This is an optimization exercise on Yosys and OpenROAD, whose aim is small area, a short achievable clock period and few clock cycles per item, not a production implementation. Only simulation tests tie the RTL to the original design; equivalence was not proved. Power figures rest on the tool's default switching activity, not on a simulated workload.

==> flow/design.v (excerpt) <==
module segment_tree_slot_allocator_unit #(
	parameter int unsigned SLOTS = stsa_pkg::SLOTS_DEFAULT
) (
	input  logic                     clk,
	input  logic                     arst_n,
	input  logic                     cfg_we,
	input  logic                     cfg_index,
	input  logic [stsa_pkg::CFG_DATA_W-1:0]    cfg_data,
	input  logic                     req_valid,
	output logic                     req_ready,
	input  logic                     req_opcode,
	input  logic [stsa_pkg::ADDR_W-1:0]        req_freed_address,
	output logic                     rsp_valid,
	input  logic                     rsp_ready,
	output logic [1:0]               rsp_status,
	output logic [stsa_pkg::ADDR_W-1:0]        rsp_block_address,
	output logic [stsa_pkg::SLOT_INDEX_W-1:0]  rsp_slot_index
);
	localparam int unsigned AW = stsa_pkg::ADDR_W;
	localparam int unsigned SW = stsa_pkg::SIZE_LOG2_W;
	localparam int unsigned NG = 16;    
	localparam int unsigned GS = 16;    
	logic       started_q;
	logic       ready_q;
	logic [2:0] inflight_q;
	logic       acc;
	logic       xfer;
	logic [2:0] inflight_d;
	assign acc  = req_valid & ready_q;
	assign xfer = rsp_valid & rsp_ready;
	assign inflight_d = inflight_q + {2'b0, acc} - {2'b0, xfer};
	always_ff @(posedge clk or negedge arst_n) begin
		if (!arst_n) begin
			started_q  <= 1'b0;
			ready_q    <= 1'b0;
			inflight_q <= '0;
		end else begin
			started_q  <= 1'b1;
			ready_q    <= (inflight_d <= 3'd4);
			inflight_q <= inflight_d;
		end
	end
	logic [AW-1:0] base_q;
	logic [SW-1:0] size_log2_q;
	logic          we_base;
	logic          we_size;
	assign we_base = cfg_we & (cfg_index == stsa_pkg::REG_BASE_ADDRESS);
	assign we_size = cfg_we & (cfg_index == stsa_pkg::REG_SLOT_SIZE_LOG2);
	always_ff @(posedge clk) begin
		if (we_base)         base_q <= cfg_data[AW-1:0];
		else if (!started_q) base_q <= '0;
		if (we_size)         size_log2_q <= cfg_data[SW-1:0];
		else if (!started_q) size_log2_q <= stsa_pkg::SLOT_SIZE_LOG2_RESET;
	end
	logic          in_v_q;
	logic          in_op_q;
	logic [15:0]   in_off_lo_q;
	logic          in_carry_q;
	logic [15:0]   in_addr_hi_q;
  ...
==> flow/config.mk <==
export PLATFORM = sky130hd
export DESIGN_NAME = segment_tree_slot_allocator_unit
export DESIGN_NICKNAME = segment_tree_slot_allocator_unit
export VERILOG_FILES = /design/flow/design.v
export SDC_FILE = /design/flow/constraint.sdc
export NUM_CORES = 4
export LEC_CHECK = 0
export CAP_MARGIN = 20
export CORE_MARGIN = 2
export CORE_UTILIZATION = 35
export CTS_BUF_LIST = sky130_fd_sc_hd__clkbuf_8
export CTS_CLUSTER_DIAMETER = 50
export CTS_CLUSTER_SIZE = 20
export SLEW_MARGIN = 20
export SYNTH_HIERARCHICAL = 1
export SYNTH_MEMORY_MAX_BITS = 8192
export TNS_END_PERCENT = 10
==> flow/constraint.sdc <==
create_clock -name core_clock -period 12.0 [get_ports {clk}]
set_input_delay 2.4000 -clock core_clock [delete_from_list [all_inputs] [get_ports {clk}]]
set_output_delay 2.4000 -clock core_clock [all_outputs]
set_load 0.01 [all_outputs]
standard.sh (not shown) runs the stock make flow with config.mk's settings and CLKGATE_MAP_FILE= SYNTH_SCRIPT=/design/flow/synth_recipe.tcl, a recipe that flattens the netlist after the stock synthesis.
==> flow/flow/run.sh <==
#!/bin/bash
# Layout flow: the standard flow (standard synthesis, floorplan, placement, CTS,
# routing) run through standard.sh, with two changes to how the layout is made:
#  - the timing repair aims for the setup margin in flow/margin.txt, so the critical
#    paths are sized and buffered to finish well inside the 12 ns clock period;
#  - the port buffers are plain buffers (flow/port_buffer.txt) instead of delay cells.
# The constraints (constraint.sdc, clock period, I/O delays) are unchanged.
# make's full output goes to flow_make.log; each ORFS step logs under orfs/logs/.
set -euo pipefail
MARGIN=$(cat flow/margin.txt)
PORTBUF=$(cat flow/port_buffer.txt)
bash standard.sh SETUP_SLACK_MARGIN="$MARGIN" BUFFER_PORTS_ARGS="-buffer_cell $PORTBUF" finish > flow_make.log 2>&1
==> flow/flow/margin.txt <==
8.3
==> flow/flow/port_buffer.txt <==
sky130_fd_sc_hd__buf_2
Testbench counts at the start, summed over its fixed seeds: cycles 12,048, items 12,000.
Next try:
==> flow/flow/margin.txt (replaced) <==
8.0
CTS_CLUSTER_DIAMETER = 45   (was 50)
CTS_CLUSTER_SIZE = 16   (was 20)
=> Via count is lower by about 1%. Sequential power barely changes. Clock-buffer cell count came out higher by 14. Hold slack got worse by 0.020 ns.
Next try:
==> flow/flow/margin.txt (replaced) <==
8.2
Cell area barely changes.
Cell count went down by 0.52%.
Die area is unchanged.
Setup slack improves by 0.10 ns.
Total power is about the same.
Sequential share of layout area hardly moves.
Routed wire length came out lower by 0.36%.
Count of clock-buffer cells in the layout is unchanged.
Global-route usage rose by 0.53 points.
Non-clock buffer count shrinks by 21.
Next try:
==> flow/flow/margin.txt (replaced) <==
8.3
CORE_UTILIZATION = 40   (was 35)
Outcome: The new run produced a clean layout; count of clock-buffer cells in the layout is lower by 1; cell count is lower by 4.0%; clock skew is lower by 0.021 ns; sequential share of layout area is higher by 0.35 points; sequential power stays flat; cell area is lower by 0.89%.
Next try:
CORE_UTILIZATION = 35   (was 40)
Critical path depth is higher by 4.
Setup slack is about the same.
Non-clock buffer count grows by 23.
Wire length rises by 3.2%.
Count of clock-buffer cells in the layout came out higher by 1.
Clock power went down by about 4%.
Final area goes up by 1.6%.

==> port drivers added, routing unchanged <==
How much do the figures lean on ideal ports? The routed layouts below were timed once more, with nothing changed but the port constraints. Step 1 assumes that a clkbuf_16 drives the clock port and a buf_2 every other input. Step 2 times the ports against the registers' clock, not the clock port: input delays grow and output delays shrink by t, the midpoint of the rising clock arrivals with the driver on. a / b / c = ideal / step 1 / step 2; a / b = the first two.
run	t (ns)	setup WS [ns]	hold WS [ns]	worst setup path after step 2	cell pins on the clock port's net
the first run	0.759	7.998 / 7.998 / 7.380	0.373 / 0.373 / 0.373	input to register	1
the second run	0.790	7.896 / 7.896 / 7.343	0.352 / 0.352 / 0.352	input to register	1
the third run	0.787	8.000 / 8.000 / 7.377	0.353 / 0.353 / 0.353	input to register	1
the fourth run	0.790	8.000 / 8.000 / 7.277	0.364 / 0.364 / 0.364	input to register	1
the fifth run	0.790	8.002 / 8.002 / 7.368	0.352 / 0.352 / 0.352	input to register	1
After both steps setup and hold are still met in every run listed. The setup slack of the fourth run, which loses most, moves by 0.000 ns with the drivers and by -0.723 ns with both steps.
